This design comes from an exercise in tuning for small area and a short achievable clock period on the open sky130 flow, not from production work.
Function was checked by simulation only, so behaviour that the tests miss may differ from the original.

## lane 1
==> flow/design.v <==
module e_mdu_add35 #(
  parameter logic [34:0] SEC = 35'h0_2081_1111
) (
  input  logic [34:0] a,
  input  logic [34:0] b,
  input  logic        ci,
  output logic [34:0] s
);
  logic [34:0] s0;      
  logic [35:0] c;       
  logic [34:0] p;       
  logic [34:0] pa;      
  logic [35:0] si;      
  genvar j;
  generate
    for (j = 0; j < 35; j++) begin : g_bit
      logic cin;
      if (j == 0) begin : g_b0
        assign cin   = ci;
        assign p[j]  = 1'b1;
        assign si[j] = 1'b0;
      end else if (SEC[j]) begin : g_first
        assign cin   = 1'b0;
        assign p[j]  = 1'b1;
        assign si[j] = c[j] | (si[j-1] & pa[j-1]);
      end else begin : g_mid
        assign cin   = c[j];
        assign p[j]  = p[j-1] & s0[j-1];
        assign si[j] = si[j-1];
      end
      assign s0[j]  = a[j] ^ b[j] ^ cin;
      assign c[j+1] = (a[j] & b[j]) | (a[j] & cin) | (b[j] & cin);
      if (j == 0 || SEC[j]) begin : g_pa0
        assign pa[j] = s0[j];
      end else begin : g_pan
        assign pa[j] = pa[j-1] & s0[j];
      end
      assign s[j]   = s0[j] ^ (si[j] & p[j]);
    end
  endgenerate
endmodule
module e_mdu #(
  parameter int MULT_CYCLES = 5,
  parameter int DIV_CYCLES  = 10
) (
  input  logic        clk,
  input  logic        reset,
  input  logic [3:0]  E_MDUOp,
  input  logic        E_Start,
  input  logic [31:0] E_A,
  input  logic [31:0] E_B,
  input  logic        E_Req,
  output logic        E_Busy,
  output logic [31:0] E_RDHI,
  output logic [31:0] E_RDLO
);
  logic        r_busy, r_busy_o, r_last;
  logic        r_div, r_mul;      
  logic        r_sgn, r_sa, r_dsign;
  logic [3:0]  r_cnt;
  logic [31:0] r_hi, r_lo;
  logic [31:0] r_ma;     
  logic [34:0] r_mb;     
  logic [34:0] r_acc;    
  logic        r_one0, r_two0, r_neg0;   
  logic w_mul, w_div, w_sgn, w_start, w_ext;
  assign w_mul   = (E_MDUOp == 4'd1) | (E_MDUOp == 4'd2);
  assign w_div   = (E_MDUOp == 4'd3) | (E_MDUOp == 4'd4);
  assign w_sgn   = (E_MDUOp == 4'd1) | (E_MDUOp == 4'd3);
  assign w_start = ~r_busy & E_Start & (w_mul | w_div) & ~E_Req;
  assign w_ext   = (E_MDUOp == 4'd3) & E_A[31];
  logic [34:0] w_mext;
  assign w_mext = {{3{r_sgn & r_ma[31]}}, r_ma};
  logic [34:0] w_x [4];
  logic [34:0] w_y [4];
  logic [34:0] w_s [4];
  logic [3:0]  w_one, w_two, w_neg;
  logic [3:0]  w_abit;
  assign w_abit = {r_mb[32], r_mb[33], r_mb[34], 1'b0};
  function automatic logic [2:0] booth(input logic b2, input logic b1, input logic b0);
    booth = {b1 ^ b0, (b2 & ~b1 & ~b0) | (~b2 & b1 & b0), b2};
  endfunction
  genvar r;
  generate
    for (r = 0; r < 4; r++) begin : g_row
      if (r == 0) begin : g_r0
        assign w_x[r]   = r_acc;
        assign w_one[r] = r_one0;
        assign w_two[r] = r_two0;
        assign w_neg[r] = r_div ? ~(r_acc[34] ^ r_dsign) : r_neg0;
      end else begin : g_rn
        logic [2:0] d;
        assign d = booth(r_mb[2*r+1], r_mb[2*r], r_mb[2*r-1]);
        assign w_x[r]   = r_mul ? {{2{w_s[r-1][34]}}, w_s[r-1][34:2]}
                                : {w_s[r-1][33:0], w_abit[r]};
        assign w_one[r] = r_div | (~r_last & d[2]);
        assign w_two[r] = r_mul & ~r_last & d[1];
        assign w_neg[r] = r_div ? ~(w_s[r-1][33] ^ r_dsign) : (~r_last & d[0]);
      end
      assign w_y[r] = ((w_mext & {35{w_one[r]}}) | ({w_mext[33:0], 1'b0} & {35{w_two[r]}}))
                    ^ {35{w_neg[r]}};
      e_mdu_add35 u_add (.a(w_x[r]), .b(w_y[r]), .ci(w_neg[r]), .s(w_s[r]));
    end
  endgenerate
  logic [2:0] w_d0n;
  logic       w_lastn;
  assign w_lastn = r_busy & (r_cnt == 4'd2);
  assign w_d0n   = w_lastn ? {~r_sgn & r_mb[7], 2'b00}
                           : booth(r_mb[9], r_mb[8], r_mb[7]);
  logic w_rz, w_cz, w_usec, w_sub;
  assign w_rz   = (r_acc[34:1] == 34'd0);
  assign w_cz   = (w_s[0][34:1] == 34'd0);
  assign w_sub  = ~(r_acc[34] ^ r_dsign);
  assign w_usec = r_sa ? ((~r_acc[34] & ~w_rz) | w_cz) : r_acc[34];
  logic [30:0] w_qinc;
  logic [31:0] w_qc;
  assign w_qc[0] = w_usec & w_sub;
  genvar q;
  generate
    for (q = 0; q < 31; q++) begin : g_qinc
      assign w_qinc[q] = r_mb[q] ^ w_qc[q];
      assign w_qc[q+1] = r_mb[q] & w_qc[q];
    end
  endgenerate
  logic w_commit;
  assign w_commit = r_busy & r_last & ~(r_div & (r_ma == 32'd0));
  always_ff @(posedge clk) begin
    if (!reset) begin
      r_busy   <= 1'b0;
      r_busy_o <= 1'b0;
    end else if (!r_busy) begin
      r_busy   <= w_start;
      r_busy_o <= w_start;
    end else if (r_last) begin
      r_busy   <= 1'b0;
      r_busy_o <= 1'b0;
    end
  end
  always_ff @(posedge clk) begin
    r_last <= w_lastn;
  end
  always_ff @(posedge clk) begin
    if (!r_busy) begin
      r_cnt   <= w_div ? 4'(DIV_CYCLES) : 4'(MULT_CYCLES);
      r_div   <= w_div;
      r_mul   <= w_mul;
      r_sgn   <= w_sgn;
      r_sa    <= w_ext;
      r_dsign <= (E_MDUOp == 4'd3) & E_B[31];
      r_ma    <= E_B;
      r_mb    <= {{3{w_ext}}, E_A};
      r_acc   <= {35{w_ext}};
      {r_one0, r_two0, r_neg0} <= w_div ? 3'b100 : booth(E_A[1], E_A[0], 1'b0);
    end else begin
      r_cnt <= r_cnt - 4'd1;
      {r_one0, r_two0, r_neg0} <= r_div ? {~w_lastn, w_lastn, 1'b0} : w_d0n;
      if (r_div) begin
        r_acc <= {w_s[3][33:0], r_mb[31]};
        r_mb  <= {r_mb[30:0], w_neg[0], w_neg[1], w_neg[2], w_neg[3]};
      end else begin
        r_acc <= {{2{w_s[3][34]}}, w_s[3][34:2]};
        r_mb  <= {r_mb[34:33], r_mb[7], w_s[3][1:0], w_s[2][1:0], w_s[1][1:0],
                  w_s[0][1:0], r_mb[31:8]};
      end
    end
  end
  always_ff @(posedge clk) begin
    if (!reset) begin
      r_hi <= '0;
      r_lo <= '0;
    end else if (!r_busy) begin
      if (!E_Req && E_MDUOp == 4'd5) r_hi <= E_A;
      if (!E_Req && E_MDUOp == 4'd6) r_lo <= E_A;
    end else if (w_commit) begin
      if (r_div) begin
        r_hi <= w_usec ? w_s[0][32:1] : r_acc[32:1];
        r_lo <= {w_qinc, ~w_usec};
      end else begin
        r_hi <= w_s[0][31:0];
        r_lo <= r_mb[31:0];
      end
    end
  end
  assign E_Busy = r_busy_o;
  assign E_RDHI = r_hi;
  assign E_RDLO = r_lo;
endmodule
clock: 120.0 ns
lec_check: 0
abc_area: 1
cap_margin: 20
core_margin: 2
core_utilization: 40
cts_buf_list: sky130_fd_sc_hd__clkbuf_8
cts_cluster_diameter: 40
slew_margin: 20
buffer_ports_args: -buffer_cell sky130_fd_sc_hd__buf_1
setup_slack_margin: 95.0
standard.sh (not shown) runs the stock make flow with config.mk's settings and CLKGATE_MAP_FILE= SYNTH_SCRIPT=/design/flow/synth_recipe.tcl, a recipe that flattens the netlist after the stock synthesis.
==> flow/flow/run.sh <==
#!/bin/bash
set -euo pipefail
cat >> config.mk <<'EOC'
export BUFFER_PORTS_ARGS = -buffer_cell sky130_fd_sc_hd__buf_1
export SETUP_SLACK_MARGIN = 95.0
EOC
bash standard.sh > standard.log 2>&1
The flow did not stop early for lane 1: all stages ran, and the layout cleared the timing, design-rule and antenna checks.
Setup changes, lane 1 to lane 2
==> flow/flow/run.sh <==
#!/bin/bash
set -euo pipefail
cat >> config.mk <<'EOC'
export BUFFER_PORTS_ARGS = -buffer_cell sky130_fd_sc_hd__buf_1
export SETUP_SLACK_MARGIN = 94.75
EOC
bash standard.sh > standard.log 2>&1
-- flow/config.mk --
<<< lane 1, line 11
export CORE_UTILIZATION = 40
export CTS_BUF_LIST = sky130_fd_sc_hd__clkbuf_8
export CTS_CLUSTER_DIAMETER = 40
export SLEW_MARGIN = 20
export BUFFER_PORTS_ARGS = -buffer_cell sky130_fd_sc_hd__buf_1
export SETUP_SLACK_MARGIN = 95.0
>>> lane 2, line 11
export CORE_UTILIZATION = 40
export SLEW_MARGIN = 20
export BUFFER_PORTS_ARGS = -buffer_cell sky130_fd_sc_hd__buf_1
export SETUP_SLACK_MARGIN = 94.75
[summary]
- Lane 1 → lane 2: post-layout instance count excluding filler cells lost 0.33%.
- Lane 2 vs. lane 1: global-route wire length before repair went down by about 1.3%.
- From lane 2 to lane 1, unique cell type count in the Yosys netlist did not move at all.
For lane 3, these inputs were changed with respect to lane 2:
==> flow/flow/run.sh <==
#!/bin/bash
set -euo pipefail
echo 'export BUFFER_PORTS_ARGS = -buffer_cell sky130_fd_sc_hd__buf_2' >> config.mk
bash standard.sh > standard.log 2>&1
-- flow/config.mk --
<<< lane 2, line 12
export SLEW_MARGIN = 20
export BUFFER_PORTS_ARGS = -buffer_cell sky130_fd_sc_hd__buf_1
export SETUP_SLACK_MARGIN = 94.75
>>> lane 3, line 12
export SLEW_MARGIN = 20
export BUFFER_PORTS_ARGS = -buffer_cell sky130_fd_sc_hd__buf_2
==> summary.txt <==
Lane 3 finished every step from synthesis to the final layout, and the layout passed the timing, design-rule and antenna checks.
Summary of the comparison: final design area excluding fillers is higher in lane 3, relative to lane 2.
Summary of the comparison: clock transition time at the flip-flop clock pins of the worst setup and hold paths is higher in lane 3, relative to lane 2.
Compared lane 3 vs lane 2, and length of routed met3 wiring is down in lane 3.
Relative to lane 2, worst slew slack as a fraction of its limit has decreased by 5.9 points in lane 3.
Lane 3 vs. lane 2: count of clock-buffer cells in the layout went down by 1.
Sum of buffers and inverters on the critical path, lane 2 and lane 3, higher one = lane 3.
Looking at non-clock buffer count, lane 3 sits 0.63% below lane 2.
Input changes introduced in lane 4 (baseline for comparison: lane 3):
==> flow/flow/run.sh <==
#!/bin/bash
set -euo pipefail
echo 'export BUFFER_PORTS_ARGS = -buffer_cell sky130_fd_sc_hd__buf_1' >> config.mk
bash standard.sh > standard.log 2>&1
-- flow/config.mk --
<<< lane 3, line 12
export SLEW_MARGIN = 20
export BUFFER_PORTS_ARGS = -buffer_cell sky130_fd_sc_hd__buf_2
>>> lane 4, line 12
export SLEW_MARGIN = 20
export BUFFER_PORTS_ARGS = -buffer_cell sky130_fd_sc_hd__buf_1
[summary]
Between lane 3 and lane 4, the final critical path time including I/O delays and setup is higher for lane 3. ~same routed metal-1 wirelength in lane 3 and lane 4. From lane 3 to lane 4, total count of hold-check failures in the final report did not move at all. Going from lane 3 to lane 4, the final non-filler cell area was found to have gone down by 1.1%. On non-clock buffer share of cell area, the higher figure sits with lane 3, not lane 4. When lane 4 is measured against lane 3, its relative area change from synthesis to final layout turns out 1.2 points lower.
The following lists how lane 5 was set up differently from lane 4:
==> flow/flow/run.sh <==
#!/bin/bash
set -euo pipefail
cat >> config.mk <<'EOC'
export BUFFER_PORTS_ARGS = -buffer_cell sky130_fd_sc_hd__buf_1
export SETUP_SLACK_MARGIN = 94.75
EOC
bash standard.sh > standard.log 2>&1
-- flow/config.mk --
<<< lane 4, line 11
export CORE_UTILIZATION = 40
export SLEW_MARGIN = 20
export BUFFER_PORTS_ARGS = -buffer_cell sky130_fd_sc_hd__buf_1
>>> lane 5, line 11
export CORE_UTILIZATION = 40
export CTS_BUF_LIST = sky130_fd_sc_hd__clkbuf_8
export CTS_CLUSTER_DIAMETER = 40
export SLEW_MARGIN = 20
export BUFFER_PORTS_ARGS = -buffer_cell sky130_fd_sc_hd__buf_1
export SETUP_SLACK_MARGIN = 94.75
Lane 5 has number of clock buffer instances in the layout below what lane 4 had.
Lane 5 vs lane 4 — count of filler cells inserted in the layout rose about 0.6%.
| sequential share of layout area | lower: lane 4 |
Lane 5 vs lane 4: wire length on met3 down slightly
On post-route fraction of the period consumed by the critical path, lane 5 tracks lane 4 almost exactly.
Compared with lane 4, lane 5 shows a lower minimum clock period.

==> re-timing with driven ports <==
In the flow no input, the clock included, has a driving cell. The finished layouts below were timed again as built, in two steps. Step 1: set_driving_cell puts a clkbuf_16 on clk and a buf_2 on each other input, an assumption about the parent block. Step 2 adds t to the input delays and takes it off the output delays; t is the mean of the earliest and latest rising clock arrival at the registers after step 1. Input paths then give back, and output paths get back, about the clock's delay inside the block. Slacks: ideal / step 1 / step 2; pairs: ideal / step 1.
run | shift t [ns] | setup slack, ns | clock arrival spread, ns | worst data-port slew with drivers (ns) | cell pins on the clock port's net
lane 1 | 0.581 | 94.957 / 94.907 / 94.569 | 0.025 / 0.026 | 0.04 | 1
lane 2 | 0.520 | 94.940 / 94.888 / 94.485 | 0.017 / 0.018 | 0.04 | 1
lane 3 | 0.522 | 94.682 / 94.714 / 94.192 | 0.019 / 0.018 | 0.04 | 1
lane 4 | 0.520 | 94.701 / 94.729 / 94.209 | 0.018 / 0.018 | 0.04 | 1
lane 5 | 0.577 | 94.875 / 94.825 / 94.521 | 0.026 / 0.026 | 0.04 | 1
After both steps setup and hold are still met in every run listed. For lane 4, which loses most, drivers alone change the setup slack by +0.028 ns; drivers and shift together by -0.492 ns.
